Background: an optimization exercise with open tools, aiming at small area. Do not read the settings as production practice.
RTL that was checked went through simulation tests only; none was proved equivalent to the original.
Function not checked in run 2: the RTL went through the layout flow alone.
No activity file was given, so power comes from the tool's default toggle rates.

`flow/run.sh`:
```
#!/bin/bash
# synth_recipe.tcl (not shown) runs the flow's synth.tcl, then flattens the netlist and writes it again
# the make line also repeats each setting of config.mk as NAME=value (left out here)
make -C /OpenROAD-flow-scripts/flow DESIGN_CONFIG=/design/flow/config.mk WORK_HOME=/design/flow/orfs CLKGATE_MAP_FILE= SYNTH_SCRIPT=/design/flow/synth_recipe.tcl finish
```
`flow/config.mk`:
```
export PLATFORM = sky130hd
export DESIGN_NAME = moving_average_mc
export DESIGN_NICKNAME = moving_average_mc
export VERILOG_FILES = /design/flow/design.v
export SDC_FILE = /design/flow/constraint.sdc
export NUM_CORES = 4
export LEC_CHECK = 0
export CAP_MARGIN = 20
export CORE_MARGIN = 2
export CORE_UTILIZATION = 40
export CTS_BUF_LIST = sky130_fd_sc_hd__clkbuf_16
export CTS_CLUSTER_DIAMETER = 70
export CTS_CLUSTER_SIZE = 30
export SLEW_MARGIN = 20
```
`flow/constraint.sdc`:
```
create_clock -name core_clock -period 8.0 [get_ports {clk}]
set_input_delay 1.6000 -clock core_clock [delete_from_list [all_inputs] [get_ports {clk}]]
set_output_delay 1.6000 -clock core_clock [all_outputs]
set_load 0.01 [all_outputs]
```
`flow/design.v`:
```
module moving_average_mc #(
  parameter int DATA_WIDTH      = 16,
  parameter int CHANNELS        = 4,
  parameter int MAX_WINDOW_LOG2 = 5,
  localparam int CW = (CHANNELS > 1) ? $clog2(CHANNELS) : 1,
  localparam int WW = $clog2(MAX_WINDOW_LOG2 + 1)
) (
  input  logic                  clk,
  input  logic                  reset,
  input  logic [DATA_WIDTH-1:0] input_data,
  input  logic [CW-1:0]         input_channel,
  input  logic                  enable,
  input  logic [WW-1:0]         window,
  output logic [DATA_WIDTH-1:0] output_data,
  output logic [CW-1:0]         output_channel,
  output logic                  output_data_valid,
  output logic                  output_primed
);
  localparam int L  = MAX_WINDOW_LOG2;
  localparam int MW = 1 << L;
  localparam int AW = DATA_WIDTH + L;
  localparam int FW = L + 1;
  logic [WW-1:0]                win_c, cur_win;
  logic                         clear;
  logic [FW-1:0]                fill [CHANNELS];
  logic signed [AW-1:0]         acc  [CHANNELS];
  logic [DATA_WIDTH-1:0]        sr   [CHANNELS][MW];
  logic [FW-1:0]                eff_fill, new_fill;
  logic                         full;
  logic signed [DATA_WIDTH-1:0] x_old;
  logic signed [AW-1:0]         base, acc_new;
  logic [DATA_WIDTH-1:0]        avg;
  logic                         primed;
  logic                         v1, v2;
  logic [DATA_WIDTH-1:0]        s1_data, s2_data;
  logic [CW-1:0]                s1_ch, s2_ch;
  logic                         s1_primed, s2_primed;
  always_comb begin
    win_c    = (window > WW'(L)) ? WW'(L) : window;
    clear    = (win_c != cur_win);
    eff_fill = clear ? '0 : fill[input_channel];
    full     = eff_fill[win_c];
    x_old    = '0;
    for (int c = 0; c < CHANNELS; c++)
      for (int k = 0; k <= L; k++)
        if (input_channel == CW'(c) && win_c == WW'(k) && full)
          x_old = x_old | sr[c][(1 << k) - 1];
    base     = (eff_fill == '0) ? '0 : acc[input_channel];
    acc_new  = base + {{L{input_data[DATA_WIDTH-1]}}, input_data} - {{L{x_old[DATA_WIDTH-1]}}, x_old};
    new_fill = full ? eff_fill : eff_fill + FW'(1);
    primed   = new_fill[win_c];
    avg      = DATA_WIDTH'(acc_new >>> win_c);
  end
  always_ff @(posedge clk) begin
    for (int c = 0; c < CHANNELS; c++) begin
      if (enable && input_channel == CW'(c)) begin
        sr[c][0] <= input_data;
        for (int i = 1; i < MW; i++) sr[c][i] <= sr[c][i-1];
        acc[c] <= acc_new;
      end
    end
  end
  always_ff @(posedge clk or posedge reset) begin
    if (reset) begin
      cur_win <= '0;
      for (int c = 0; c < CHANNELS; c++) fill[c] <= '0;
    end else begin
      cur_win <= win_c;
      if (clear) begin
        for (int c = 0; c < CHANNELS; c++) fill[c] <= '0;
      end
      if (enable) fill[input_channel] <= new_fill;
    end
  end
  always_ff @(posedge clk) begin
    s1_data   <= avg;
    s1_ch     <= input_channel;
    s1_primed <= primed;
    s2_data   <= s1_data;
    s2_ch     <= s1_ch;
    s2_primed <= s1_primed;
  end
  always_ff @(posedge clk or posedge reset) begin
    if (reset) begin
      v1                <= 1'b0;
      v2                <= 1'b0;
      output_data_valid <= 1'b0;
      output_data       <= '0;
      output_channel    <= '0;
      output_primed     <= 1'b0;
    end else begin
      v1                <= enable;
      v2                <= v1;
      output_data_valid <= v2;
      if (v2) begin
        output_data    <= s2_data;
        output_channel <= s2_ch;
        output_primed  <= s2_primed;
      end
    end
  end
endmodule
```
==> results of run 1 <==
-- final cells by class --
cell class	instances	area (sq um)
multi-input combinational	721	6160
antenna	3	7.51
clock inverter	92	1160
inverter	51	208
tap	2370	2970
clock buffer	113	2830
timing repair buffer	139	1340
sequential	2219	66000
fill	14932	99900
-- per-layer routing --
layer,vias to the layer above,track usage,wire length (microns)
met2,734,0.190,54000
met4,6,0.0423,3250
met3,169,0.0263,7220
met1,14738,0.191,56500
met5,-,0,36
li1,12704,-,-
-- kinds of logic after synthesis --
family                   count (synthesis)  synth area share
multiplexers                           116            0.0262
flip-flops                            2219             0.909
AO/OA/AOI/OAI                          277            0.0277
buffers and inverters                  121           0.00691
AND/OR/NAND/NOR                        263            0.0182
XOR/XNOR                                21           0.00253
adder cells (fa/ha/maj)                 44           0.00965
-- worst register-to-register path, cell delays in order, from the launching register on --
cell	delay, ns
dfrtp_1	0.39
mux4_2	0.56
nand3_1	0.23
buf_4	0.31
nor3_1	0.21
buf_4	0.24
a32oi_1	0.37
nand3_1	0.19
nor4b_1	0.44
nand4_1	0.21
ha_1	0.32
inv_1	0.06
ha_1	0.19
inv_1	0.08
fa_1	0.45
nand2b_1	0.20
a31oi_1	0.30
o311a_1	0.27
o21a_1	0.21
o21a_1	0.17
nor2_1	0.12
mux4_2	0.49
mux2_2	0.27
-- final timing paths --
path	start	end	slack (ns)	cells past startpoint
hold / removal	s1_primed	s2_primed	0.34	0
min in group asynchronous	reset	output_data_valid	1.30	2
setup reg to reg	fill[3][4]	s1_data[11]	1.60	22
hold reg to reg	s1_primed	s2_primed	0.34	0
setup / recovery	window[0]	s1_data[11]	0.60	21
max in group asynchronous	reset	output_data[15]	6.18	2
-- metrics by stage --
stage / hold WS (ns) / instances / setup TNS, ns / instance area, sq um / total power [uW]
after CTS: 0.338 / 5705 / 0 / 80700 / 21000
final: 0.336 / 5708 / 0 / 80700 / 20700
after floorplan: 0.310 / 3061 / -5977.54 / 72800 / 13900
after global placement: 0.316 / 5499 / 0 / 76600 / 14200
after detailed placement: 0.312 / 5500 / -0.0514 / 76700 / 14200
after global routing: 0.344 / 5705 / 0 / 80700 / 21500
-- cell usage in the layout, fill, tap and decap left out, types with 27 or more instances in the layout --
cell type	synthesis	layout
buf_4	0	80
o21ai_0	55	55
mux2_2	32	32
nand2_1	81	78
clkbuf_16	0	113
dfrtp_1	49	49
inv_1	50	47
a21oi_1	41	41
clkdlybuf4s50_1	0	41
nor2_1	41	40
nand3_1	40	40
edfxtp_1	2132	2132
a22oi_1	36	36
dfxtp_1	38	38
mux4_2	54	54
mux2i_1	27	27
-- state kept, by name, indices dropped and copies added, names as in the netlist --
signal / flops
acc: 84
cur_win: 3
fill: 24
output_channel: 2
output_data: 16
output_data_valid: 1
output_primed: 1
s1_ch: 2
s1_data: 16
s1_primed: 1
s2_ch: 2
s2_data: 16
s2_primed: 1
sr: 2048
v1: 1
v2: 1
-- power breakdown --
group	total, uW	internal (uW)	switching (uW)
clock network	6830	3030	3810
registers	13200	13100	117
logic	730	250	480
==> flow_summary_export.csv, run 1 <==
group,metric,value,unit
sta,hold_viol,0,
sta,setup_ws,0.604,ns
sta,worst_slew_pin_slew,1.16,ns
sta,setup_viol,0,
sta,drv_slew,0,
sta,period_share,0.925,
final_layout,drive_gt1_frac,0.124,
synth,syn_nets,3129,
place,pre_cts_ws,-0.0342,ns
die,core,181000,sq um
clock_tree,cts_hold_buf,0,
clock_tree,clkSinkCount,2219,
die,rows,156,
sta,max_freq,135,MHz
place,io_buffer_count,43,
pwr,power_density,257,nW/um^2
place,place.gp.congestion,0.858,
die,ios,44,
clock_tree,cts.path.max_buffers,3,
final_layout,area_delta_synth_final,11.1,%
synth,synth_edf_count,2132,
clock_tree,path_clk_slew,0.09,ns
drt,wl,121000,microns
drt,firstDrtPassIters,6,
pwr,total_leakage_power,0.0255,uW
global_route,grt_max_degree,156,
drt,vias,28351,
place,dp_hpwl,71600,microns
critical_path,crit_fanout,11,
pwr,worst_ir_drop_vdd,0.000176,V
global_route,grt_pass1_vias,27766,
clock_tree,cts_tree,"yes",
critical_path,worstSetupPathType,"input port to flip-flop",
synth,synth_common_cells,"edfxtp_1 (2132), nand2_1 (81), o21ai_0 (55), mux4_2 (54), inv_1 (50)",
die,dieArea,185000,sq um
clock_tree,cts_buffers,109,
clock_tree,cts_root_buf,"clkbuf_16",
critical_path,worst_setup_path_start_kind,"input port",
synth,ys_warn_count,4,
clock_tree,htree_levels,3,
clock_tree,clkLatencyLatePin,0.76,ns
global_route,antenna_found_initial,13,
synth,yosys.cell_types.count,77,
synth,synth.area.top_cells,"edfxtp_1 (88%), dfrtp_1 (1.7%), mux4_2 (1.7%), dfxtp_1 (1.0%), fa_1 (0.55%)",
worst_hold_path,worstHoldPathType,"flip-flop to flip-flop",
critical_path,critPathArrivalTime,8.04,ns
die,start_util,0.402,
critical_path,path_buf_inv,3,
critical_path,cpLargestDelayFamily,"simple AND/OR/NAND/NOR gates",
synth,ys_seq_area_frac,0.909,
global_route,grt_pass1_wl,179000,microns
synth,synthCells,3061,
final_layout,nNetsFinal,3309,
clock_tree,cts_resized,0,
synth,syn_avg_cell_area,23.7,sq um
sta,fin_crit,7.40,ns
global_route,grt_overflow,0,
critical_path,worstPathCellList,"clkdlybuf4s50_1 > xor2_1 > nor4b_1 > a22oi_1 > or3_1 > nor3_2 > a222oi_1 > nand4_1 > ha_1 > inv_1 > ha_1 > inv_1 > fa_1 > nand2b_1 > a31oi_1 > o311a_1 > o21a_1 > o21a_1 > nor2_1 > mux4_2 > mux2_2",
synth,post-synth-top-area-cell,"edfxtp_1",
synth,synthFlopType,"edfxtp_1",
synth,synthesis.area,72600,sq um
critical_path,endpoint_kind,"flip-flop",
final_layout,final_util,0.447,
global_route,grtUsageTotal,0.128,
die,die_width,430,microns
synth,synth_seq_cells,2219,
drt,drc_errors,0,
sta,rsz0062_at_grt,"false",
synth,synth.most_common_cell,"edfxtp_1",
drt,viasPerCell,4.97,
synth,postSynth.asyncResetShare,0.0221,
drt,antenna_left,0,
outcome,status,"timing/DRC/antenna clean",
job,maxCapViolations,0,
drt,drtIter0Drc,3290,
clock_tree,cts_setup_buffers,0,
synth,netlist.area_leader.share,0.881,
critical_path,slowest_delay,0.80,ns
sta,relSlewSlack,0.225,
critical_path,crit_slowest_cell,"nor3_2",
die,die_y,430,microns
sta,finClkSkew,0.0513,ns
critical_path,worstPathRequired,8.64,ns
drt,wl_per_cell,21.2,microns
==> run 2: changes to the inputs <==
--- a/flow/design.v
+++ b/flow/design.v
@@ -29,16 +29,17 @@
   logic                         full;
   logic signed [DATA_WIDTH-1:0] x_old;
   logic signed [AW-1:0]         base, acc_new;
-  logic [DATA_WIDTH-1:0]        avg;
   logic                         primed;
   logic                         v1, v2;
-  logic [DATA_WIDTH-1:0]        s1_data, s2_data;
+  logic signed [AW-1:0]         s1_sum;
+  logic [WW-1:0]                s1_win;
+  logic [DATA_WIDTH-1:0]        s2_data;
   logic [CW-1:0]                s1_ch, s2_ch;
   logic                         s1_primed, s2_primed;
   always_comb begin
     win_c    = (window > WW'(L)) ? WW'(L) : window;
     clear    = (win_c != cur_win);
-    eff_fill = clear ? '0 : fill[input_channel];
+    eff_fill = fill[input_channel];
     full     = eff_fill[win_c];
     x_old    = '0;
     for (int c = 0; c < CHANNELS; c++)
@@ -46,10 +47,10 @@
         if (input_channel == CW'(c) && win_c == WW'(k) && full)
           x_old = x_old | sr[c][(1 << k) - 1];
     base     = (eff_fill == '0) ? '0 : acc[input_channel];
-    acc_new  = base + {{L{input_data[DATA_WIDTH-1]}}, input_data} - {{L{x_old[DATA_WIDTH-1]}}, x_old};
-    new_fill = full ? eff_fill : eff_fill + FW'(1);
+    acc_new  = {{L{input_data[DATA_WIDTH-1]}}, input_data};
+    if (!clear) acc_new = acc_new + base - {{L{x_old[DATA_WIDTH-1]}}, x_old};
+    new_fill = clear ? FW'(1) : full ? eff_fill : eff_fill + FW'(1);
     primed   = new_fill[win_c];
-    avg      = DATA_WIDTH'(acc_new >>> win_c);
   end
   always_ff @(posedge clk) begin
     for (int c = 0; c < CHANNELS; c++) begin
@@ -73,10 +74,11 @@
     end
   end
   always_ff @(posedge clk) begin
-    s1_data   <= avg;
+    s1_sum    <= acc_new;
+    s1_win    <= win_c;
     s1_ch     <= input_channel;
     s1_primed <= primed;
-    s2_data   <= s1_data;
+    s2_data   <= DATA_WIDTH'(s1_sum >>> s1_win);
     s2_ch     <= s1_ch;
     s2_primed <= s1_primed;
   end
==> run 2 against run 1 <==
  * Non-clock buffer count is 43 lower
  * Clock skew is 0.0047 ns higher
  * Still clean
  * Sequential share of layout area is 0.40 points higher
  * Clock power hardly changed
  * Die area is 0.23% higher
  * Setup slack better by 0.42 ns
  * Cell area is 0.24% lower
  * Maximum frequency is 6.0% higher
  * Utilization is 0.15 points lower
==> flow_summary_export.csv, run 2 <==
group,metric,value,unit
drt,antenna_left,0,
synth,syn_avg_cell_area,23.5,sq um
die,die_y,431,microns
critical_path,worstSetupPathType,"input port to flip-flop",
place,io_buffer_count,43,
sta,fin_crit,6.98,ns
final_layout,drive_gt1_frac,0.109,
pwr,worst_ir_drop_vdd,0.000204,V
clock_tree,clkLatencyLatePin,0.78,ns
global_route,antenna_found_initial,12,
final_layout,area_delta_synth_final,10.6,%
critical_path,crit_fanout,12,
drt,wl,120000,microns
sta,setup_viol,0,
critical_path,reg2reg_slack,2.30,ns
critical_path,r2r_start,"fill[3][1]",
clock_tree,htree_levels,3,
synth,yosys.cell_types.count,72,
clock_tree,cts_root_buf,"clkbuf_16",
critical_path,slowest_delay,0.71,ns
synth,synth.area.top_cells,"edfxtp_1 (88%), dfrtp_1 (1.7%), mux4_2 (1.5%), dfxtp_1 (1.3%), a22oi_1 (0.85%)",
final_layout,final_area,80500,sq um
die,die_width,431,microns
sta,hold_viol,0,
clock_tree,clkSinkCount,2227,
clock_tree,path_clk_slew,0.10,ns
final_layout,final_util,0.445,
sta,drv_slew,0,
clock_tree,cts.path.max_buffers,3,
critical_path,endpoint_kind,"flip-flop",
global_route,grt_pass1_wl,178000,microns
synth,synthFlopType,"edfxtp_1",
final_layout,largest_reg_flops,2048,
clock_tree,cts_setup_buffers,0,
critical_path,worstPathRequired,8.50,ns
critical_path,critPathArrivalTime,7.48,ns
critical_path,r2r_end,"acc[3][20]",
final_layout,most-common-layout-cells,"edfxtp_1 (2132), clkbuf_16 (112), nand2_1 (94)",
sta,finClkSkew,0.0559,ns
clock_tree,cts_resized,0,
final_layout,nNetsFinal,3295,
die,core,181000,sq um
drt,vias,28399,
drt,drtIter0Drc,3190,
synth,ys_seq_area_frac,0.909,
pwr,total_leakage_power,0.0254,uW
outcome,status,"timing/DRC/antenna clean",
die,start_util,0.403,
synth,synth_common_cells,"edfxtp_1 (2132), nand2_1 (94), a22oi_1 (82), inv_1 (56), clkbuf_1 (50)",
critical_path,cpLargestDelayFamily,"compound AO/OA/AOI/OAI gates",
synth,synth_edf_count,2132,
synth,synth_seq_cells,2227,
die,ios,44,
synth,synthesis.area,72800,sq um
sta,whs,0.340,ns
worst_hold_path,whs_endpoint,"s2_ch[1]",
job,maxCapViolations,0,
synth,post-synth-top-area-cell,"edfxtp_1",
critical_path,worstPathCellList,"clkdlybuf4s50_1 > nor3b_1 > buf_4 > and3_1 > a222oi_1 > o311ai_0 > a221oi_1 > o211a_1 > nand4_1 > fa_1 > fa_1 > nand2b_1 > a21oi_1 > o2111ai_1 > a211oi_1 > nor3_1 > o21ai_0 > nor3b_1",
critical_path,worst_setup_path_start_kind,"input port",
sta,worst_slew_pin_slew,1.48,ns
global_route,grt_pass1_vias,27502,
pwr,power_density,258,nW/um^2
drt,wl_per_cell,21.1,microns
critical_path,worstRegToRegCells,17,
global_route,grtUsageTotal,0.127,
synth,synth.most_common_cell,"edfxtp_1",
worst_hold_path,hold_depth,0,
global_route,grt_overflow,0,
sta,relSlewSlack,0.0123,
place,place_area,76500,sq um
worst_hold_path,worstHoldStart,"s1_ch[1]",
clock_tree,cts_buffers,109,
sta,period_share,0.872,
synth,postSynth.asyncResetShare,0.0220,
drt,drc_errors,0,
clock_tree,cts_hold_buf,0,
critical_path,crit_slowest_cell,"clkdlybuf4s50_1",
die,dieArea,185000,sq um
die,rows,156,
final_layout,nFillCells,15074,
final_layout,largestRegisters,"sr x2048, acc x84, fill x24",
global_route,grt_max_degree,282,
synth,netlist.area_leader.share,0.879,
synth,syn_nets,3161,
place,place.gp.congestion,0.840,
place,dp_hpwl,71700,microns
clock_tree,cts_tree,"yes",
drt,firstDrtPassIters,8,
final_layout,final_common_cell,"edfxtp_1",
sta,rsz0062_at_grt,"false",
sta,max_freq,143,MHz
synth,synthCells,3093,
final_layout,top_register,"sr",
synth,ys_warn_count,4,
drt,viasPerCell,4.99,
worst_hold_path,worstHoldPathType,"flip-flop to flip-flop",
critical_path,path_buf_inv,2,
## run 2: power breakdown
group / internal, uW / switching [uW]
Sequential: 13100 / 133
Combinational: 250 / 487
Clock: 2980 / 3830
## run 2: cell type report
cell class                      count  area [sq um]  share of cell area
Antenna cell                        2          5.00           0.0000622
Sequential cell                  2227         66200               0.822
Tap cell                         2370          2970              0.0368
Clock buffer                      112          2800              0.0348
Multi-Input combinational cell    733          6120              0.0761
Inverter                           60           320             0.00398
Clock inverter                     92          1190              0.0148
Timing Repair Buffer               96           911              0.0113
## run 2: cells by family (layout without fill, tap and decap cells)
group	count (synthesis)	after routing	synth area share
AOI/OAI and AO/OA	281	281	0.0283
xor gates and xnor gates	18	18	0.00217
adders and majority gates	44	44	0.00963
buffers and inverters	133	360	0.00725
DFF	2227	2227	0.909
muxes	116	116	0.0251
other	0	2	0
and+or+nand+nor	274	274	0.0185
## run 2: metrics by stage
step,cells,total power [uW],setup WS [ns],TNS (ns)
after floorplan,3093,13900,-1.04,-559.23
after global placement,5486,14200,0.520,0
after detailed placement,5486,14200,0.375,0
after CTS,5690,21000,1.17,0
after global routing,5691,21500,0.635,0
final,5692,20700,1.02,0
## run 2: worst max-delay path by stage
stage                           startpoint         end  slack (ns)  cells after the start
after global routing             window[1]  acc[3][18]        0.63                     18
after global placement           window[1]  acc[0][20]        0.52                     19
after CTS                        window[1]  acc[0][20]        1.17                     18
after detailed placement         window[1]  acc[3][20]        0.37                     18
after floorplan           input_channel[1]   acc[2][0]       -1.04                      4
final                            window[1]  acc[3][20]        1.02                     18
## run 2: per-layer routing
layer / vias to the layer above / routed length, microns / track usage / share of wire
li1: 12635 / - / - / -
met5: - / 44 / 0 / 0.00037
met3: 153 / 5760 / 0.0198 / 0.048
met2: 624 / 54600 / 0.192 / 0.46
met1: 14981 / 56900 / 0.190 / 0.47
met4: 6 / 2670 / 0.0380 / 0.022
==> run 3: changes to the inputs <==
--- a/flow/design.v
+++ b/flow/design.v
@@ -43,12 +43,12 @@
     full     = eff_fill[win_c];
     x_old    = '0;
     for (int c = 0; c < CHANNELS; c++)
-      for (int k = 0; k <= L; k++)
+      for (int k = 1; k <= L; k++)
         if (input_channel == CW'(c) && win_c == WW'(k) && full)
           x_old = x_old | sr[c][(1 << k) - 1];
     base     = (eff_fill == '0) ? '0 : acc[input_channel];
     acc_new  = {{L{input_data[DATA_WIDTH-1]}}, input_data};
-    if (!clear) acc_new = acc_new + base - {{L{x_old[DATA_WIDTH-1]}}, x_old};
+    if (!clear && win_c != '0) acc_new = acc_new + base - {{L{x_old[DATA_WIDTH-1]}}, x_old};
     new_fill = clear ? FW'(1) : full ? eff_fill : eff_fill + FW'(1);
     primed   = new_fill[win_c];
   end
==> run 3 against run 2 <==
  * Final cell count up 0.35%
  * Non-clock buffer count increased by 24
  * Hold slack improved by 0.039 ns
  * Count of clock-buffer cells in the layout fell by 4
  * Synthesized area shrank 0.59%
  * Power decreased by 0.51%
  * Highest routed layer unchanged
  * Maximum frequency is 3.2% higher
  * Die area is 0.59% lower
==> flow_summary_export.csv, run 3 <==
group,metric,value,unit
critical_path,worst_setup_path_start_kind,"input port",
clock_tree,cts_resized,0,
synth,postSynth.asyncResetShare,0.0220,
pwr,total_leakage_power,0.0254,uW
sta,worst_slew_pin_slew,1.09,ns
sta,period_share,0.845,
clock_tree,cts_root_buf,"clkbuf_16",
critical_path,endpoint_kind,"flip-flop",
critical_path,critPathArrivalTime,7.27,ns
final_layout,nFillCells,14870,
final_layout,largestRegisters,"sr x2048, acc x84, fill x24",
synth,synth.area.top_cells,"edfxtp_1 (88%), dfrtp_1 (1.7%), dfxtp_1 (1.3%), mux4_2 (0.87%), mux2_2 (0.68%)",
synth,ys_warn_count,4,
outcome,status,"timing/DRC/antenna clean",
final_layout,finalNonFillerCells,5712,
sta,setup_viol,0,
global_route,grtUsageTotal,0.138,
drt,wl_per_cell,22.7,microns
synth,synth_common_cells,"edfxtp_1 (2132), nand2_1 (113), inv_1 (66), nor2_1 (64)",
pwr,fin_total_pwr,20600,uW
drt,firstDrtPassIters,6,
synth,syn_nets,3155,
critical_path,crit_fanout,14,
sta,rsz0062_at_grt,"false",
final_layout,most-common-layout-cells,"edfxtp_1 (2132), nand2_1 (110), clkbuf_16 (108)",
sta,drv_slew,0,
place,dp.cells,5507,
sta,fin_crit,6.76,ns
synth,yosys.cell_types.count,69,
drt,drtIter0Drc,3173,
synth,netlist.area_leader.share,0.885,
job,maxCapViolations,0,
die,die_width,429,microns
place,dp_hpwl,81400,microns
global_route,grt_max_degree,197,
final_layout,drive_gt1_frac,0.108,
synth,syn_avg_cell_area,23.4,sq um
drt,viasPerCell,5.02,
clock_tree,htree_levels,3,
clock_tree,path_clk_slew,0.10,ns
synth,ys_seq_area_frac,0.914,
clock_tree,clkSinkCount,2227,
die,dieArea,184000,sq um
global_route,antenna_found_initial,14,
final_layout,final_util,0.445,
synth,synthFlopType,"edfxtp_1",
place,pre_cts_ws,0.662,ns
synth,post-synth-top-area-cell,"edfxtp_1",
drt,drc_errors,0,
critical_path,worstSetupPathType,"input port to flip-flop",
clock_tree,cts.path.max_buffers,3,
sta,hold_viol,0,
pwr,power_density,257,nW/um^2
sta,setup_ws,1.24,ns
sta,max_freq,148,MHz
clock_tree,cts_hold_buf,0,
drt,vias,28701,
synth,synth_edf_count,2132,
clock_tree,clkLatencyLatePin,0.79,ns
clock_tree,cts_buffers,108,
sta,relSlewSlack,0.274,
global_route,grt_overflow,0,
synth,synth_seq_cells,2227,
synth,synthesis.area,72400,sq um
worst_hold_path,worstHoldPathType,"flip-flop to flip-flop",
final_layout,top_register,"sr",
synth,synth.most_common_cell,"edfxtp_1",
clock_tree,cts_tree,"yes",
drt,antenna_left,0,
die,core,180000,sq um
die,rows,156,
clock_tree,cts_setup_buffers,0,
die,ios,44,
sta,finClkSkew,0.0510,ns
pwr,worst_ir_drop_vdd,0.000204,V
synth,synthCells,3087,
drt,wl,129000,microns
place,place.gp.congestion,1.01,
die,die_y,429,microns
critical_path,worstPathRequired,8.51,ns
final_layout,nNetsFinal,3317,
final_layout,largest_reg_flops,2048,
final_layout,area_delta_synth_final,10.9,%
global_route,grt_pass1_wl,189000,microns
die,start_util,0.402,
place,io_buffer_count,43,
final_layout,final_common_cell,"edfxtp_1",
global_route,grt_pass1_vias,27717,
## run 3: changes by cell type after synthesis, sizes merged, moves of 13 or more
| cell | change |
|---|---|
| mux2i | +14 |
| nand3 | -13 |
| o22ai | +20 |
| a222oi | +16 |
| a22oi | -37 |
| nand2 | +20 |
| mux4 | -21 |
| nor2 | +16 |
## run 3: final timing paths
kind	startpoint	endpoint	slack, ns	cells after the start
setup / recovery	window[2]	acc[2][18]	1.24	20
hold / removal	v1	v2	0.38	0
setup reg to reg	fill[3][4]	acc[2][18]	2.31	19
hold reg to reg	v1	v2	0.38	0
max in group asynchronous	reset	output_data_valid	6.05	3
min in group asynchronous	reset	output_data[8]	1.31	3
## run 3: routing by layer
layer	track usage	share of wire
met5	0	0.00010
met4	0.0547	0.039
met3	0.0265	0.063
met2	0.199	0.43
met1	0.209	0.47
## run 3: cells by family after synthesis
group	Yosys count	synth area share
AOI/OAI and AO/OA	283	0.0282
buffers and inverters	134	0.00750
muxes	108	0.0205
adders and majority gates	44	0.00968
xor gates and xnor gates	17	0.00216
DFF	2227	0.914
and+or+nand+nor	274	0.0175
## run 3: through the flow
| step | hold WS [ns] | setup TNS [ns] | area (sq um) |
|---|---|---|---|
| 3_3_place_gp | 0.339 | 0 | 76200 |
| 2_1_floorplan | 0.310 | -5519.01 | 72500 |
| 4_1_cts | 0.386 | 0 | 80200 |
| 3_5_place_dp | 0.340 | 0 | 76200 |
| 6_report | 0.379 | 0 | 80200 |
| 5_1_grt | 0.396 | 0 | 80200 |
## run 3: layout make-up
class / instances / area, sq um / share of cell area
inverters: 66 / 263 / 0.00327
clock buffers: 108 / 2700 / 0.0337
flip-flops and latches: 2227 / 66200 / 0.825
multi-input cells: 726 / 5720 / 0.0712
well taps: 2370 / 2970 / 0.0370
clock inverters: 93 / 1240 / 0.0155
diodes: 2 / 5.00 / 0.0000624
repair buffers: 120 / 1180 / 0.0147
## run 3: worst max-delay path, cell delays in order
cell	delay (ns)
clkdlybuf4s50_1	0.77
nor3b_1	0.23
and3_1	0.35
a222oi_1	0.27
o21ai_1	0.12
a221o_1	0.27
a221oi_1	0.23
nand4_1	0.25
ha_1	0.34
inv_1	0.06
ha_1	0.18
inv_1	0.07
fa_1	0.45
nor2b_1	0.19
o31a_1	0.24
o2111ai_1	0.30
a211oi_1	0.49
o31ai_1	0.16
and3_1	0.20
o31ai_1	0.49
## run 3: where the power goes
group | switching [uW] | internal [uW] | leakage [uW]
logic | 443 | 220 | 0.00291
clock network | 3800 | 2980 | 0.00191
registers | 136 | 13100 | 0.0206
==> run 4: changes to the inputs <==
==> flow/flow/run.sh (new file) <==
#!/bin/bash
# The standard layout, with clock tree synthesis told not to add dummy loads for balancing.
set -euo pipefail
cd "$(dirname "$0")/.."
export CTS_ARGS="-sink_clustering_enable -repair_clock_nets -sink_clustering_size 30 -sink_clustering_max_diameter 70 -buf_list sky130_fd_sc_hd__clkbuf_16 -dont_use_dummy_load"
bash standard.sh finish > standard.log 2>&1
==> flow/standard.sh (new file) <==
#!/bin/bash
# synth_recipe.tcl (not shown) runs the flow's synth.tcl, then flattens the netlist and writes it again
# the make line also repeats each setting of config.mk as NAME=value (left out here)
make -C /OpenROAD-flow-scripts/flow DESIGN_CONFIG=/design/flow/config.mk WORK_HOME=/design/flow/orfs CLKGATE_MAP_FILE= SYNTH_SCRIPT=/design/flow/synth_recipe.tcl "${@:-finish}"
removed: flow/run.sh
==> run 4 against run 3 <==
  * Via count decreased by 0.50%
  * Clock skew rose by 0.043 ns
  * Clock power down 17%
  * Synthesized area did not move
  * Hold slack worse by 0.037 ns
  * Sequential share of layout area up 1.3 points
  * Cell area shrank 1.6%
  * Routed wire length down 0.26%
==> flow_summary_export.csv, run 4 <==
group,metric,value,unit
outcome,status,"timing/DRC/antenna clean",
critical_path,reg2reg_slack,2.31,ns
die,dieArea,184000,sq um
sta,hold_viol,0,
sta,worst_slew_pin_slew,1.19,ns
critical_path,crit_cells,20,
synth,synth.area.top_cells,"edfxtp_1 (88%), dfrtp_1 (1.7%), dfxtp_1 (1.3%), mux4_2 (0.87%), mux2_2 (0.68%)",
critical_path,crit_end,"acc[2][18]",
pwr,swShare,0.194,
sta,finClkSkew,0.0945,ns
worst_hold_path,worstHoldPathType,"flip-flop to flip-flop",
clock_tree,cts.path.max_buffers,3,
pwr,p_sw,3780,uW
drt,drc_errors,0,
synth,synth.most_common_cell,"edfxtp_1",
final_layout,largestRegisters,"sr x2048, acc x84, fill x24",
global_route,grt_overflow,0,
clock_tree,clkSinkCount,2227,
synth,synthFlopType,"edfxtp_1",
synth,synth_xor_area_frac,0.00216,
pwr,total_leakage_power,0.0248,uW
synth,synth_mux_area_frac,0.0205,
place,io_buffer_count,43,
drt,antenna_left,0,
critical_path,worstPathCellList,"clkdlybuf4s50_1 > nor3b_1 > and3_1 > a222oi_1 > o21ai_1 > a221o_1 > a221oi_1 > nand4_1 > ha_1 > inv_1 > ha_1 > inv_1 > fa_1 > nor2b_1 > o31a_1 > o2111ai_1 > a211oi_1 > o31ai_1 > and3_1 > o31ai_1",
sta,setup_ws,1.24,ns
clock_tree,path_clk_slew,0.09,ns
die,die_y,429,microns
clock_tree,htree_levels,3,
critical_path,worstRegToRegCells,16,
critical_path,path_buf_inv,3,
place,dp_hpwl,81400,microns
synth,syn_avg_cell_area,23.4,sq um
global_route,grt_max_degree,197,
clock_tree,cts_hold_buf,0,
job,maxCapViolations,0,
synth,post-synth-top-area-cell,"edfxtp_1",
critical_path,worstPathRequired,8.48,ns
clock_tree,cts_tree,"yes",
die,die_width,429,microns
global_route,grt_pass1_wl,188000,microns
die,start_util,0.402,
sta,max_freq,148,MHz
pwr,clkPwrFrac,0.288,
critical_path,crit_slowest_cell,"clkdlybuf4s50_1",
final_layout,largest_reg_flops,2048,
synth,synth_compound_area_frac,0.0282,
drt,drtIter0Drc,3128,
synth,ys_seq_area_frac,0.914,
place,pre_cts_ws,0.662,ns
place,place.gp.congestion,1.01,
synth,synthesis.area,72400,sq um
pwr,power_density,246,nW/um^2
synth,syn_nets,3155,
clock_tree,cts_setup_buffers,0,
synth,yosys.area_share.simple,0.0175,
sta,fin_crit,6.76,ns
global_route,grt_pass1_vias,27617,
synth,synth_top_family_by_area,"compound AO/OA/AOI/OAI gates",
final_layout,area_delta_synth_final,9.17,%
die,core,180000,sq um
synth,synth_seq_cells,2227,
sta,setup_viol,0,
clock_tree,cts_buffers,108,
global_route,grtUsageTotal,0.138,
critical_path,crit_fanout,14,
worst_hold_path,hold_depth,0,
critical_path,r2r_end,"acc[2][18]",
synth,synth_common_cells,"edfxtp_1 (2132), nand2_1 (113), inv_1 (66), nor2_1 (64)",
pwr,pwr-share-seq,0.678,
clock_tree,cts_root_buf,"clkbuf_16",
pwr,p_int,15700,uW
synth,synthCells,3087,
critical_path,cpLargestDelayFamily,"compound AO/OA/AOI/OAI gates",
critical_path,slowest_delay,0.79,ns
pwr,worst_ir_drop_vdd,0.000183,V
sta,relSlewSlack,0.204,
final_layout,finalNonFillerCells,5618,
critical_path,worst_setup_path_start_kind,"input port",
clock_tree,clkLatencyLatePin,0.76,ns
final_layout,most-common-layout-cells,"edfxtp_1 (2132), nand2_1 (110), clkbuf_16 (108)",
die,rows,156,
synth,netlist.area_leader.share,0.885,
drt,wl_per_cell,23.0,microns
drt,wl,129000,microns
global_route,antenna_found_initial,12,
pwr,pwr-share-comb,0.034,
synth,synth_edf_count,2132,
die,ios,44,
final_layout,final_util,0.439,
synth,synth_fa_ha_area_frac,0.00968,
sta,period_share,0.844,
final_layout,nFillCells,14972,
final_layout,top_register,"sr",
clock_tree,cts_resized,0,
final_layout,nNetsFinal,3317,
drt,viasPerCell,5.08,
drt,vias,28558,
place,dp.cells,5507,
final_layout,drive_gt1_frac,0.0878,
drt,firstDrtPassIters,5,
synth,postSynth.asyncResetShare,0.0220,
synth,ys_warn_count,4,
critical_path,r2r_start,"fill[3][4]",
sta,rsz0062_at_grt,"false",
sta,drv_slew,0,
critical_path,critPathArrivalTime,7.24,ns
synth,yosys.cell_types.count,69,
final_layout,final_common_cell,"edfxtp_1",
critical_path,critPathLaunch,"window[2]",
critical_path,worstSetupPathType,"input port to flip-flop",
critical_path,endpoint_kind,"flip-flop",
## run 4: cell types whose count changed in the layout (fill, tap and decap cells not counted), sizes merged
cell      change
inv          -42
clkinvlp      -5
bufinv        -9
clkinv       -37
diode         -1
## run 4: cell type report
| type | instances | area, sq um | share of cell area |
|---|---|---|---|
| multi-input combinational | 726 | 5720 | 0.0724 |
| tap | 2370 | 2970 | 0.0375 |
| clock buffer | 108 | 2700 | 0.0342 |
| inverter | 66 | 263 | 0.00333 |
| antenna | 1 | 2.50 | 0.0000317 |
| sequential | 2227 | 66200 | 0.838 |
| timing repair buffer | 120 | 1180 | 0.0150 |
## run 4: cells by family after synthesis
group / Yosys count
simple gates: 274
mux: 108
fa+ha+maj: 44
compound gates: 283
buf+inv: 134
flops: 2227
xor+xnor: 17
## run 4: worst min path at each step
stage                startpoint           to  slack (ns)
finish              sr[119][10]  sr[120][10]        0.34
global route          sr[76][8]    sr[77][8]        0.34
CTS                 sr[119][10]  sr[120][10]        0.34
detailed placement           v1           v2        0.34
global placement             v1           v2        0.34
floorplan              s1_ch[0]     s2_ch[0]        0.31
## run 4: power groups by stage
stage | clock network (uW) | registers [uW] | logic (uW)
final | 5600 | 13200 | 664
after global routing | 6210 | 13200 | 740
after CTS | 5840 | 13200 | 677
after detailed placement | 0 | 13500 | 673
after global placement | 0 | 13500 | 666
after floorplan | 0 | 13500 | 418
## run 4: routing by layer
metal	global-route usage	part of all wire	wire, microns
met5	0	0.000085	11
met2	0.199	0.43	55400
met3	0.0265	0.064	8230
met4	0.0535	0.038	4940
met1	0.208	0.47	60600
## run 4: through the flow
| stage | area [sq um] | hold WS (ns) | total power, uW | setup TNS [ns] |
|---|---|---|---|---|
| global placement | 76200 | 0.339 | 14100 | 0 |
| global route | 79000 | 0.337 | 20200 | 0 |
| floorplan | 72500 | 0.310 | 13900 | -5519.01 |
| finish | 79000 | 0.342 | 19500 | 0 |
| CTS | 78900 | 0.339 | 19700 | 0 |
| detailed placement | 76200 | 0.340 | 14100 | 0 |
## run 4: worst register-to-register path, stage by stage, from the launching register on
cell	delay, ns
dfrtp_1	0.39
mux4_2	0.58
nand2_1	0.34
nor2_1	0.26
buf_4	0.24
a222oi_1	0.27
nand2_1	0.09
nor2_1	0.38
fa_1	0.51
ha_1	0.34
o21a_1	0.15
o31a_1	0.22
o2111ai_1	0.29
a211oi_1	0.47
o31ai_1	0.17
and3_1	0.20
o31ai_1	0.48
==> run 5: changes to the inputs <==
==> flow/config.mk (replaced) <==
export PLATFORM = sky130hd
export DESIGN_NAME = moving_average_mc
export DESIGN_NICKNAME = moving_average_mc
export VERILOG_FILES = /design/flow/design.v
export SDC_FILE = /design/flow/constraint.sdc
export NUM_CORES = 4
export LEC_CHECK = 0
export CAP_MARGIN = 10
export CORE_MARGIN = 2
export CORE_UTILIZATION = 40
export SLEW_MARGIN = 10
==> run 5 against run 4 <==
  * Register-to-register slack better by 0.02 ns
  * Still clean on timing, DRC and antenna
  * Critical endpoint unchanged
  * First-iteration DRC count up 0.42%
  * Sequential power about the same
  * Setup slack worse by 0.035 ns
  * Routed wire length down 0.12%
  * Combinational power about the same
  * Flip-flop and latch count unchanged
  * Clock skew up 0.0027 ns
  * Global-route usage unchanged
  * Highest routed layer unchanged
  * Non-clock buffer count down 2
  * Utilization about the same
  * Final cell count about the same
==> flow_summary_export.csv, run 5 <==
group,metric,value,unit
outcome,status,"timing/DRC/antenna clean",
pwr,fin_total_pwr,19500,uW
sta,max_freq,147,MHz
drt,antenna_left,0,
final_layout,final_common_cell,"edfxtp_1",
pwr,pwr-share-seq,0.679,
final_layout,largestRegisters,"sr x2048, acc x84, fill x24",
die,start_util,0.402,
drt,drc_errors,0,
synth,synthesis.area,72400,sq um
die,rows,156,
worst_hold_path,worstHoldPathType,"flip-flop to flip-flop",
sta,relSlewSlack,0.186,
synth,synth_edf_count,2132,
job,maxCapViolations,0,
critical_path,worstPathRequired,8.48,ns
place,place.gp.congestion,1.01,
clock_tree,cts_root_buf,"clkbuf_16",
pwr,p_sw,3770,uW
drt,drtIter0Drc,3141,
die,core,180000,sq um
synth,postSynth.asyncResetShare,0.0220,
die,ios,44,
synth,netlist.area_leader.share,0.885,
synth,synth_common_cells,"edfxtp_1 (2132), nand2_1 (113), inv_1 (66), nor2_1 (64)",
critical_path,worstSetupPathType,"input port to flip-flop",
place,io_buffer_count,43,
clock_tree,cts_hold_buf,0,
global_route,grt_pass1_wl,188000,microns
drt,wl,129000,microns
pwr,power_density,246,nW/um^2
critical_path,slowest_delay,0.77,ns
final_layout,most-common-layout-cells,"edfxtp_1 (2132), nand2_1 (110), clkbuf_16 (108)",
synth,synth.most_common_cell,"edfxtp_1",
sta,worst_slew_pin_slew,1.22,ns
clock_tree,clkSinkCount,2227,
clock_tree,cts_buffers,108,
synth,yosys.cell_types.count,69,
clock_tree,clkLatencyLatePin,0.76,ns
pwr,worst_ir_drop_vdd,0.000183,V
sta,setup_viol,0,
critical_path,crit_fanout,14,
clock_tree,cts_resized,0,
synth,synthFlopType,"edfxtp_1",
global_route,grt_pass1_vias,27617,
final_layout,top_register,"sr",
final_layout,final_util,0.438,
pwr,pwr-share-comb,0.034,
clock_tree,path_clk_slew,0.09,ns
synth,syn_nets,3155,
die,dieArea,184000,sq um
synth,post-synth-top-area-cell,"edfxtp_1",
clock_tree,cts_setup_buffers,0,
clock_tree,cts_tree,"yes",
critical_path,worst_setup_path_start_kind,"input port",
final_layout,area_delta_synth_final,9.11,%
global_route,grt_overflow,0,
drt,viasPerCell,5.09,
sta,hold_viol,0,
pwr,clkPwrFrac,0.287,
clock_tree,htree_levels,3,
final_layout,drive_gt1_frac,0.0869,
critical_path,endpoint_kind,"flip-flop",
synth,ys_warn_count,4,
die,die_y,429,microns
pwr,total_leakage_power,0.0248,uW
critical_path,critPathArrivalTime,7.27,ns
global_route,grtUsageTotal,0.138,
final_layout,nNetsFinal,3315,
synth,synth.area.top_cells,"edfxtp_1 (88%), dfrtp_1 (1.7%), dfxtp_1 (1.3%), mux4_2 (0.87%), mux2_2 (0.68%)",
pwr,swShare,0.194,
clock_tree,cts.path.max_buffers,3,
synth,ys_seq_area_frac,0.914,
die,die_width,429,microns
sta,period_share,0.849,
critical_path,crit_slowest_cell,"clkdlybuf4s50_1",
final_layout,largest_reg_flops,2048,
drt,firstDrtPassIters,5,
place,dp_hpwl,81400,microns
drt,wl_per_cell,23.0,microns
synth,synth_seq_cells,2227,
drt,vias,28586,
sta,drv_slew,0,
synth,synthCells,3087,
sta,fin_crit,6.79,ns
global_route,grt_max_degree,197,
pwr,p_int,15700,uW
sta,finClkSkew,0.0971,ns
global_route,antenna_found_initial,12,
synth,syn_avg_cell_area,23.4,sq um
critical_path,worstPathCellList,"clkdlybuf4s50_1 > nor3b_1 > and3_1 > a222oi_1 > o21ai_1 > a221o_1 > a221oi_1 > nand4_1 > ha_1 > inv_1 > ha_1 > inv_1 > fa_1 > nor2b_1 > o31a_1 > o2111ai_1 > a211oi_1 > o31ai_1 > and3_1 > o31ai_1",
sta,rsz0062_at_grt,"false",
==> run 5: cell counts after synthesis <==
No cell type changed its count.
==> run 5: routing by layer <==
layer	track usage	part of all wire
met1	0.208	0.47
met2	0.199	0.43
met5	0	0.000085
met3	0.0265	0.064
met4	0.0535	0.039
==> run 5: worst paths after layout <==
check                            start                 to  slack, ns  depth (start not counted)
setup reg to reg            fill[3][4]         acc[2][18]       2.33                         16
hold reg to reg            sr[119][10]        sr[120][10]       0.34                          0
max in group asynchronous        reset  output_data_valid       5.98                          3
min in group asynchronous        reset     output_data[8]       1.34                          3
hold / removal             sr[119][10]        sr[120][10]       0.34                          0
setup / recovery             window[2]         acc[2][18]       1.21                         20
==> run 5: through the flow <==
step	cell area, sq um	cells	hold slack (ns)	worst slack, ns	setup TNS, ns
floorplan	72500	3087	0.310	-2.65	-5519.01
global placement	76200	5507	0.339	0.737	0
detailed placement	76200	5507	0.340	0.662	0
CTS	78900	5615	0.339	1.46	0
global route	78900	5616	0.337	0.862	0
finish	79000	5619	0.343	1.21	0
==> run 5: worst max-delay path, delay by kind of cell <==
family / cells / cell delay, ns
AO/OA/AOI/OAI: 9 / 2.58
adder cells (fa/ha/maj): 3 / 0.96
AND/OR/NAND/NOR: 5 / 1.22
buffers and inverters: 3 / 0.90
==> run 5: power groups by stage <==
| stage | Combinational [uW] | Sequential (uW) | Clock [uW] |
|---|---|---|---|
| 4_1_cts | 677 | 13200 | 5840 |
| 6_report | 661 | 13200 | 5590 |
| 5_1_grt | 737 | 13200 | 6210 |
| 2_1_floorplan | 418 | 13500 | 0 |
| 3_3_place_gp | 666 | 13500 | 0 |
| 3_5_place_dp | 673 | 13500 | 0 |
==> run 5: cells by family after synthesis <==
logic type,share of synthesized area
flip-flops,0.914
AO/OA/AOI/OAI,0.0282
AND/OR/NAND/NOR,0.0175
buffers and inverters,0.00750
multiplexers,0.0205
adder cells (fa/ha/maj),0.00968
XOR/XNOR,0.00216
==> run 5: area by class of cell <==
class	count	area, sq um
inverter	66	263
sequential	2227	66200
fill	14982	101000
clock buffer	108	2700
tap	2370	2970
multi-input combinational	726	5720
antenna	4	10.0
timing repair buffer	118	1130
==> run 6: changes to the inputs <==
==> flow/flow/run.sh (replaced) <==
#!/bin/bash
# The standard layout, with the smallest buffer on the ports and clock tree synthesis told not
# to add dummy loads for balancing.
set -euo pipefail
cd "$(dirname "$0")/.."
export BUFFER_PORTS_ARGS="-buffer_cell sky130_fd_sc_hd__buf_1"
export CTS_ARGS="-sink_clustering_enable -repair_clock_nets -sink_clustering_size 30 -sink_clustering_max_diameter 70 -buf_list sky130_fd_sc_hd__clkbuf_16 -dont_use_dummy_load"
bash standard.sh finish > standard.log 2>&1
--- a/flow/config.mk
+++ b/flow/config.mk
@@ -5,7 +5,8 @@
 export SDC_FILE = /design/flow/constraint.sdc
 export NUM_CORES = 4
 export LEC_CHECK = 0
-export CAP_MARGIN = 10
+export CAP_MARGIN = 20
 export CORE_MARGIN = 2
 export CORE_UTILIZATION = 40
-export SLEW_MARGIN = 10
+export GPL_TIMING_DRIVEN = 0
+export SLEW_MARGIN = 20
==> run 6 against run 5 <==
  * Still clean on timing, DRC and antenna
  * First-iteration DRC count grew 5.2%
  * Via count up 0.35%
  * Cell area up 1.1%
  * Die area unchanged
  * Final cell count up 1.1%
  * Sequential share of layout area decreased by 0.95 points
  * Sequential power barely moved
  * Flip-flop and latch count unchanged
  * Maximum frequency fell by 12%
==> flow_summary_export.csv, run 6 <==
group,metric,value,unit
pwr,power_density,243,nW/um^2
critical_path,path_buf_inv,6,
sta,max_freq,129,MHz
worst_hold_path,worstHoldPathType,"flip-flop to flip-flop",
clock_tree,htree_levels,3,
place,dp_hpwl,81600,microns
sta,tns,0,ns
synth,synth_common_cells,"edfxtp_1 (2132), nand2_1 (113), inv_1 (66), nor2_1 (64)",
synth,ys_warn_count,4,
clock_tree,cts_resized,2,
final_layout,area_delta_synth_final,10.4,%
place,pre_cts_ws,-0.910,ns
critical_path,slowest_delay,0.60,ns
synth,netlist.area_leader.share,0.885,
job,maxCapViolations,0,
critical_path,cpLargestDelayFamily,"compound AO/OA/AOI/OAI gates",
drt,wl,127000,microns
final_layout,most-common-layout-cells,"edfxtp_1 (2132), nand2_1 (110), clkbuf_16 (106)",
critical_path,worstPathCellList,"buf_1 > buf_8 > mux4_2 > nand2_1 > buf_2 > nor2_1 > clkbuf_2 > a22o_1 > a221oi_1 > nand4_1 > ha_1 > inv_1 > ha_1 > inv_1 > fa_1 > nor2b_1 > o31a_1 > o2111ai_1 > a211oi_1 > nor3_1 > o21ai_0 > or3b_1",
critical_path,worstSetupPathType,"input port to flip-flop",
worst_hold_path,worstHoldStart,"s1_primed",
synth,synth_mux_area_frac,0.0205,
synth,synth_xor_area_frac,0.00216,
drt,antenna_left,0,
final_layout,largest_reg_flops,2048,
synth,synth_fa_ha_area_frac,0.00968,
critical_path,worstRegToRegCells,20,
synth,synth_top_family_by_area,"compound AO/OA/AOI/OAI gates",
sta,period_share,0.968,
synth,syn_avg_cell_area,23.4,sq um
die,start_util,0.402,
drt,vias,28685,
die,core,180000,sq um
clock_tree,clkSinkCount,2227,
critical_path,worst_setup_path_start_kind,"input port",
die,die_y,429,microns
die,rows,156,
sta,drv_slew,0,
pwr,fin_total_pwr,19400,uW
worst_hold_path,whs_endpoint,"s2_primed",
sta,setup_ws,0.258,ns
drt,drtIter0Drc,3303,
synth,yosys.cell_types.count,69,
critical_path,reg2reg_slack,1.30,ns
sta,worst_slew_pin_slew,1.17,ns
sta,setup_viol,0,
clock_tree,clkLatencyLatePin,0.76,ns
global_route,grtUsageTotal,0.135,
synth,postSynth.asyncResetShare,0.0220,
critical_path,critPathArrivalTime,8.15,ns
outcome,status,"timing/DRC/antenna clean",
final_layout,nNetsFinal,3382,
drt,wl_per_cell,22.3,microns
global_route,grt_pass1_wl,185000,microns
synth,syn_nets,3155,
final_layout,final_common_cell,"edfxtp_1",
clock_tree,path_clk_slew,0.06,ns
sta,relSlewSlack,0.215,
critical_path,critPathLaunch,"input_channel[1]",
synth,ys_seq_area_frac,0.914,
drt,firstDrtPassIters,6,
clock_tree,cts_hold_buf,0,
synth,synth_edf_count,2132,
synth,synthFlopType,"edfxtp_1",
final_layout,drive_gt1_frac,0.0948,
synth,synth_compound_area_frac,0.0282,
global_route,antenna_found_initial,16,
pwr,worst_ir_drop_vdd,0.000212,V
sta,rsz0062_at_grt,"false",
drt,viasPerCell,5.05,
critical_path,r2r_start,"fill[3][4]",
drt,drc_errors,0,
synth,yosys.area_share.simple,0.0175,
place,io_buffer_count,43,
die,dieArea,184000,sq um
critical_path,crit_fanout,10,
die,ios,44,
synth,post-synth-top-area-cell,"edfxtp_1",
final_layout,antenna_cells,0,
clock_tree,cts_setup_buffers,0,
global_route,grt_pass1_vias,27684,
critical_path,endpoint_kind,"flip-flop",
die,die_width,429,microns
sta,fin_crit,7.74,ns
sta,finClkSkew,0.131,ns
critical_path,worstPathRequired,8.41,ns
worst_hold_path,hold_depth,0,
place,place.gp.congestion,0.842,
final_layout,largestRegisters,"sr x2048, acc x84, fill x24",
pwr,total_leakage_power,0.0251,uW
sta,hold_viol,0,
final_layout,top_register,"sr",
critical_path,r2r_end,"acc[1][20]",
synth,synth_seq_cells,2227,
global_route,grt_max_degree,39,
synth,synth.area.top_cells,"edfxtp_1 (88%), dfrtp_1 (1.7%), dfxtp_1 (1.3%), mux4_2 (0.87%), mux2_2 (0.68%)",
global_route,grt_overflow,0,
critical_path,crit_slowest_cell,"mux4_2",
clock_tree,cts_buffers,106,
clock_tree,cts_tree,"yes",
clock_tree,cts_root_buf,"clkbuf_16",
clock_tree,cts.path.max_buffers,3,
synth,synthCells,3087,
synth,synth.most_common_cell,"edfxtp_1",
synth,synthesis.area,72400,sq um
==> run 6: how the worst max path moves through the flow <==
stage | endpoint | slack, ns | depth (start not counted)
CTS | acc[1][18] | 0.01 | 20
detailed placement | acc[1][18] | -0.91 | 21
floorplan | acc[3][0] | -2.65 | 6
finish | acc[1][20] | 0.26 | 22
global placement | sr[72][14] | -7.22 | 7
global route | acc[2][20] | 0.03 | 21
==> run 6: final cells by class <==
class | instances | area, sq um
plain buffers | 68 | 359
inverters | 66 | 265
clock buffers | 106 | 2650
repair buffers | 119 | 1730
fillers | 14890 | 100000
flip-flops and latches | 2227 | 66200
multi-input cells | 726 | 5720
well taps | 2370 | 2970
==> run 6: cells by family (layout without fill, tap and decap cells) <==
| family | after synthesis | after routing |
|---|---|---|
| AOI/OAI and AO/OA | 283 | 283 |
| xor gates and xnor gates | 17 | 17 |
| adders and majority gates | 44 | 44 |
| buffers and inverters | 134 | 359 |
| DFF | 2227 | 2227 |
| muxes | 108 | 108 |
| and+or+nand+nor | 274 | 274 |
==> run 6: stage by stage <==
stage / utilization / instances / area, sq um / hold WS [ns]
floorplan: - / 3087 / 72500 / 0.310
global placement: 0.420 / 5500 / 75600 / 0.310
detailed placement: 0.428 / 5576 / 77200 / 0.313
CTS: 0.443 / 5682 / 79800 / 0.329
global route: 0.443 / 5682 / 79900 / 0.341
finish: 0.443 / 5682 / 79900 / 0.330
==> run 6: where the power goes <==
group | internal (uW) | switching, uW | leakage [uW]
clock network | 2360 | 3210 | 0.00131
registers | 13100 | 110 | 0.0206
logic | 234 | 467 | 0.00322
==> run 6: per-layer routing <==
metal  part of all wire  vias to the layer above  track usage
met4              0.023                        6       0.0371
met5            0.00035                        -            0
met3              0.056                      194       0.0230
li1                   -                    12651            -
met1               0.49                    15093        0.213
met2               0.43                      741        0.193
==> run 7: changes to the inputs <==
--- a/flow/config.mk
+++ b/flow/config.mk
@@ -8,5 +8,4 @@
 export CAP_MARGIN = 20
 export CORE_MARGIN = 2
 export CORE_UTILIZATION = 40
-export GPL_TIMING_DRIVEN = 0
 export SLEW_MARGIN = 20
==> run 7 against run 6 <==
  * Final cell count fell by 1.3%
  * Critical endpoint is now acc[3][18]
  * Count of clock-buffer cells in the layout fell by 1
  * Synthesized area did not move
  * Sequential power barely moved
  * Still clean on timing, DRC and antenna
  * Via count fell by 1.7%
  * First-iteration DRC count fell by 2.8%
  * Non-clock buffer count fell by 78
  * Maximum frequency rose by 13%
==> flow_summary_export.csv, run 7 <==
group,metric,value,unit
die,start_util,0.402,
die,core,180000,sq um
clock_tree,cts_setup_buffers,0,
clock_tree,cts.path.max_buffers,3,
synth,post-synth-top-area-cell,"edfxtp_1",
global_route,grt_overflow,0,
global_route,grtUsageTotal,0.134,
clock_tree,cts_tree,"yes",
critical_path,critPathArrivalTime,7.28,ns
sta,finClkSkew,0.0869,ns
synth,syn_avg_cell_area,23.4,sq um
clock_tree,cts_hold_buf,0,
pwr,fin_total_pwr,19300,uW
outcome,status,"timing/DRC/antenna clean",
synth,syn_nets,3155,
clock_tree,cts_resized,0,
synth,netlist.area_leader.share,0.885,
place,place_area,75900,sq um
critical_path,worst_setup_path_start_kind,"input port",
critical_path,crit_cells,18,
synth,synth_seq_cells,2227,
place,place.gp.congestion,0.946,
die,rows,156,
critical_path,crit_fanout,13,
sta,max_freq,146,MHz
critical_path,worstSetupPathType,"input port to flip-flop",
final_layout,top_register,"sr",
critical_path,crit_slowest_cell,"nor2_1",
drt,drtIter0Drc,3210,
drt,vias,28202,
critical_path,worstPathCellList,"buf_1 > nor3b_1 > nand2_1 > nor2_1 > a221oi_1 > nand4_1 > ha_1 > inv_1 > ha_1 > inv_1 > fa_1 > nor2b_1 > o31a_1 > o2111ai_1 > a211oi_1 > o31ai_1 > and3_1 > o31ai_1",
place,dp.cells,5497,
critical_path,endpoint_kind,"flip-flop",
synth,synth.most_common_cell,"edfxtp_1",
critical_path,slowest_delay,0.64,ns
die,dieArea,184000,sq um
critical_path,worstPathRequired,8.44,ns
place,pre_cts_ws,0.536,ns
die,ios,44,
sta,drv_slew,0,
synth,synth_common_cells,"edfxtp_1 (2132), nand2_1 (113), inv_1 (66), nor2_1 (64)",
sta,fin_crit,6.84,ns
drt,wl,126000,microns
sta,tns,0,ns
clock_tree,cts_buffers,105,
pwr,total_leakage_power,0.0246,uW
drt,viasPerCell,5.03,
final_layout,nNetsFinal,3303,
final_layout,finalNonFillerCells,5606,
die,die_y,429,microns
worst_hold_path,hold_depth,0,
place,io_buffer_count,43,
final_layout,area_delta_synth_final,8.62,%
synth,synth.area.top_cells,"edfxtp_1 (88%), dfrtp_1 (1.7%), dfxtp_1 (1.3%), mux4_2 (0.87%), mux2_2 (0.68%)",
sta,period_share,0.855,
final_layout,nFillCells,15091,
drt,wl_per_cell,22.4,microns
worst_hold_path,worstHoldPathType,"flip-flop to flip-flop",
clock_tree,clkSinkCount,2227,
sta,setup_viol,0,
final_layout,drive_gt1_frac,0.0838,
global_route,grt_pass1_wl,184000,microns
critical_path,path_buf_inv,3,
clock_tree,clkLatencyLatePin,0.76,ns
global_route,antenna_found_initial,12,
sta,hold_viol,0,
synth,synth_edf_count,2132,
pwr,power_density,246,nW/um^2
final_layout,most-common-layout-cells,"edfxtp_1 (2132), nand2_1 (110), clkbuf_16 (105)",
synth,ys_seq_area_frac,0.914,
global_route,grt_max_degree,195,
synth,yosys.cell_types.count,69,
sta,setup_ws,1.16,ns
global_route,grt_pass1_vias,27343,
drt,drc_errors,0,
synth,synthCells,3087,
sta,relSlewSlack,0.283,
pwr,worst_ir_drop_vdd,0.000161,V
sta,rsz0062_at_grt,"false",
critical_path,worstRegToRegCells,19,
final_layout,final_area,78600,sq um
sta,worst_slew_pin_slew,1.08,ns
clock_tree,path_clk_slew,0.10,ns
drt,firstDrtPassIters,11,
drt,antenna_left,0,
synth,synthFlopType,"edfxtp_1",
synth,ys_warn_count,4,
final_layout,largest_reg_flops,2048,
final_layout,final_common_cell,"edfxtp_1",
final_layout,largestRegisters,"sr x2048, acc x84, fill x24",
clock_tree,htree_levels,3,
die,die_width,429,microns
place,dp_hpwl,78000,microns
job,maxCapViolations,0,
synth,synthesis.area,72400,sq um
clock_tree,cts_root_buf,"clkbuf_16",
critical_path,cpLargestDelayFamily,"simple AND/OR/NAND/NOR gates",
synth,postSynth.asyncResetShare,0.0220,
[run 7: cell count changes in the layout (fill, tap and decap cells not counted), moves of 7 or more]
cell / change
buf_12: -54
buf_4: +51
clkbuf_1: -31
clkbuf_2: -16
buf_2: -9
buf_16: -7
[run 7: through the flow]
step	hold WS, ns	util
4_1_cts	0.341	0.436
3_3_place_gp	0.317	0.421
5_1_grt	0.340	0.436
6_report	0.341	0.436
2_1_floorplan	0.310	-
3_5_place_dp	0.318	0.421
[run 7: final cells by class]
class	count	area (sq um)	area share
diodes	3	7.51	0.0000955
inverters	66	263	0.00334
repair buffers	109	835	0.0106
clock buffers	105	2630	0.0334
multi-input cells	726	5730	0.0729
well taps	2370	2970	0.0377
flip-flops and latches	2227	66200	0.842
[run 7: worst paths after layout]
| path | start | to | slack, ns |
|---|---|---|---|
| setup reg to reg | fill[3][3] | acc[3][18] | 2.07 |
| max in group asynchronous | reset | output_data_valid | 6.38 |
| setup / recovery | window[1] | acc[3][18] | 1.16 |
| min in group asynchronous | reset | output_data[12] | 1.02 |
| hold reg to reg | s1_ch[1] | s2_ch[1] | 0.34 |
| hold / removal | s1_ch[1] | s2_ch[1] | 0.34 |
[run 7: layer usage]
metal | share of wire | track usage
met5 | 0.00018 | 0
met4 | 0.032 | 0.0499
met3 | 0.050 | 0.0211
met2 | 0.43 | 0.190
met1 | 0.49 | 0.209
[run 7: report_power, final]
group	internal [uW]	total, uW	switching (uW)	leakage, uW
Clock	2340	5530	3190	0.00129
Sequential	13100	13200	129	0.0206
Combinational	188	630	442	0.00274
Total	15600	19300	3760	0.0246
[run 7: worst register-to-register path, cell delays in order (launching register included)]
cell and delay (ns):
dfrtp_1 0.40, mux4_2 0.61, nand3_1 0.35, buf_4 0.24, nor2_1 0.07, a22o_1 0.24
a221oi_1 0.23, nand4_1 0.27, ha_1 0.35, inv_1 0.05, ha_1 0.18, inv_1 0.07
fa_1 0.45, nor2b_1 0.17, o31a_1 0.22, o2111ai_1 0.27, a211oi_1 0.54, o31ai_1 0.16
and3_1 0.21, o31ai_1 0.56
[run 7: kinds of logic after synthesis]
kind of cell	after synthesis	synth area share
compound gates	283	0.0282
mux	108	0.0205
fa+ha+maj	44	0.00968
buf+inv	134	0.00750
simple gates	274	0.0175
xor+xnor	17	0.00216
flops	2227	0.914
==> run 8: changes to the inputs <==
==> flow/flow/run.sh (replaced) <==
#!/bin/bash
# The standard layout, with the smallest buffer on the ports and clock tree synthesis told not
# to add dummy loads for balancing.
set -euo pipefail
cd "$(dirname "$0")/.."
export BUFFER_PORTS_ARGS="-buffer_cell sky130_fd_sc_hd__buf_1"
export CTS_ARGS="-sink_clustering_enable -repair_clock_nets -sink_clustering_size 34 -sink_clustering_max_diameter 70 -buf_list sky130_fd_sc_hd__clkbuf_16 -dont_use_dummy_load"
bash standard.sh finish > standard.log 2>&1
==> run 8 against run 7 <==
  * Final cell count about the same
  * Sequential share of layout area about the same
  * First-iteration DRC count up 3.9%
  * Critical path depth unchanged
  * Synthesized cell count unchanged
  * Non-clock buffer count unchanged
  * Clock power down 0.9%
  * Sequential power about the same
  * Global-route usage about the same
  * Highest routed layer unchanged
==> flow_summary_export.csv, run 8 <==
group,metric,value,unit
outcome,status,"timing/DRC/antenna clean",
clock_tree,cts_resized,0,
final_layout,top_register,"sr",
sta,relSlewSlack,0.279,
critical_path,worstRegToRegCells,18,
drt,viasPerCell,5.03,
synth,synth_common_cells,"edfxtp_1 (2132), nand2_1 (113), inv_1 (66), nor2_1 (64)",
drt,antenna_left,0,
final_layout,drive_gt1_frac,0.0835,
sta,rsz0062_at_grt,"false",
job,maxCapViolations,0,
drt,drtIter0Drc,3334,
synth,synth_edf_count,2132,
final_layout,area_delta_synth_final,8.58,%
die,die_width,429,microns
worst_hold_path,whs_endpoint,"s2_ch[1]",
place,io_buffer_count,43,
critical_path,critPathArrivalTime,7.26,ns
critical_path,crit_fanout,13,
synth,ys_warn_count,4,
drt,drc_errors,0,
synth,syn_nets,3155,
sta,fin_crit,6.83,ns
sta,max_freq,147,MHz
critical_path,worstPathRequired,8.43,ns
sta,hold_viol,0,
global_route,antenna_found_initial,13,
pwr,pwr-share-seq,0.683,
pwr,power_density,246,nW/um^2
die,rows,156,
final_layout,final_common_cell,"edfxtp_1",
pwr,worst_ir_drop_vdd,0.000156,V
die,dieArea,184000,sq um
sta,finClkSkew,0.0869,ns
synth,post-synth-top-area-cell,"edfxtp_1",
synth,yosys.cell_types.count,69,
final_layout,largest_reg_flops,2048,
critical_path,r2r_start,"fill[3][3]",
drt,firstDrtPassIters,8,
clock_tree,path_clk_slew,0.12,ns
global_route,grt_pass1_vias,27296,
place,place_area,75900,sq um
pwr,fin_total_pwr,19300,uW
die,die_y,429,microns
place,pre_cts_ws,0.536,ns
synth,synthCells,3087,
synth,postSynth.asyncResetShare,0.0220,
global_route,grt_overflow,0,
clock_tree,cts_tree,"yes",
sta,period_share,0.853,
final_layout,nNetsFinal,3302,
sta,setup_ws,1.17,ns
sta,drv_slew,0,
die,start_util,0.402,
clock_tree,cts_root_buf,"clkbuf_16",
critical_path,worst_setup_path_start_kind,"input port",
worst_hold_path,worstHoldPathType,"flip-flop to flip-flop",
clock_tree,htree_levels,3,
critical_path,crit_slowest_cell,"nor2_1",
drt,vias,28202,
sta,whs,0.340,ns
critical_path,worstPathCellList,"buf_1 > nor3b_1 > nand2_1 > nor2_1 > a221oi_1 > nand4_1 > ha_1 > inv_1 > ha_1 > inv_1 > fa_1 > nor2b_1 > o31a_1 > o2111ai_1 > a211oi_1 > o31ai_1 > and3_1 > o31ai_1",
global_route,grt_pass1_wl,184000,microns
synth,synthFlopType,"edfxtp_1",
worst_hold_path,worstHoldStart,"s1_ch[1]",
final_layout,largestRegisters,"sr x2048, acc x84, fill x24",
drt,wl,125000,microns
synth,ys_seq_area_frac,0.914,
critical_path,reg2reg_slack,2.09,ns
die,ios,44,
pwr,swShare,0.194,
place,dp_hpwl,78000,microns
clock_tree,cts_hold_buf,0,
global_route,grtUsageTotal,0.134,
synth,synth_seq_cells,2227,
place,place.gp.congestion,0.946,
synth,synthesis.area,72400,sq um
synth,synth.most_common_cell,"edfxtp_1",
clock_tree,clkLatencyLatePin,0.77,ns
final_layout,final_area,78600,sq um
drt,wl_per_cell,22.4,microns
clock_tree,cts_buffers,104,
synth,synth.area.top_cells,"edfxtp_1 (88%), dfrtp_1 (1.7%), dfxtp_1 (1.3%), mux4_2 (0.87%), mux2_2 (0.68%)",
clock_tree,cts.path.max_buffers,3,
synth,syn_avg_cell_area,23.4,sq um
critical_path,slowest_delay,0.64,ns
worst_hold_path,hold_depth,0,
global_route,grt_max_degree,195,
synth,netlist.area_leader.share,0.885,
clock_tree,cts_setup_buffers,0,
final_layout,most-common-layout-cells,"edfxtp_1 (2132), nand2_1 (110), clkbuf_16 (104)",
pwr,total_leakage_power,0.0246,uW
pwr,p_int,15600,uW
critical_path,r2r_end,"acc[3][18]",
clock_tree,clkSinkCount,2227,
critical_path,worstSetupPathType,"input port to flip-flop",
pwr,p_sw,3740,uW
sta,worst_slew_pin_slew,1.08,ns
critical_path,endpoint_kind,"flip-flop",
sta,setup_viol,0,
pwr,clkPwrFrac,0.284,
die,core,180000,sq um
pwr,pwr-share-comb,0.033,
==> run 8: kinds of logic (layout without fill, tap and decap cells) <==
| logic type | Yosys count | after routing | synth area share |
|---|---|---|---|
| adders and majority gates | 44 | 44 | 0.00968 |
| muxes | 108 | 108 | 0.0205 |
| buffers and inverters | 134 | 279 | 0.00750 |
| and+or+nand+nor | 274 | 274 | 0.0175 |
| xor gates and xnor gates | 17 | 17 | 0.00216 |
| AOI/OAI and AO/OA | 283 | 283 | 0.0282 |
| DFF | 2227 | 2227 | 0.914 |
| other | 0 | 3 | 0 |
==> run 8: layer usage <==
layer,part of all wire,global-route usage,vias to the layer above
li1,-,-,12454
met1,0.49,0.210,14845
met2,0.43,0.190,697
met3,0.048,0.0199,202
met4,0.033,0.0497,4
met5,0.00018,0,-
==> run 8: cell type report <==
cell class,count,area [sq um]
clock buffer,104,2600
antenna,3,7.51
tap,2370,2970
multi-input combinational,726,5730
timing repair buffer,109,835
sequential,2227,66200
fill,15101,102000
inverter,66,263
==> run 8: worst max-delay path by stage <==
stage,start,to,slack (ns)
finish,window[1],acc[3][18],1.17
global route,window[1],acc[3][18],0.78
CTS,window[1],acc[3][18],1.28
detailed placement,input_channel[1],acc[2][17],0.54
global placement,input_channel[1],acc[0][17],0.62
floorplan,input_channel[1],acc[3][0],-2.65
==> run 8: power by group through the flow <==
stage,clock (uW),sequential [uW],combinational [uW]
2_1_floorplan,0,13500,418
3_3_place_gp,0,13400,628
3_5_place_dp,0,13500,639
4_1_cts,5740,13200,642
5_1_grt,6100,13200,705
6_report,5480,13200,631
==> run 8: worst max-delay path, delay by kind of cell <==
family / cells / cell delay [ns]
adder cells (fa/ha/maj): 3 / 0.90
AND/OR/NAND/NOR: 6 / 2.21
buffers and inverters: 3 / 0.56
AO/OA/AOI/OAI: 6 / 1.97
==> run 8: stage by stage <==
stage                     std cells   util  setup TNS, ns
final                          5605  0.436              0
after floorplan                3087      -       -5519.01
after global routing           5603  0.436              0
after detailed placement       5497  0.421              0
after global placement         5497  0.421              0
after CTS                      5601  0.436              0

Setup slack of run 8, layout unchanged: 1.174 ns with ideal ports, 1.118 ns with driving cells assumed (clock clkbuf_16, inputs buf_2), 0.314 ns with port delays also shifted by the 0.803 ns mid clock arrival.
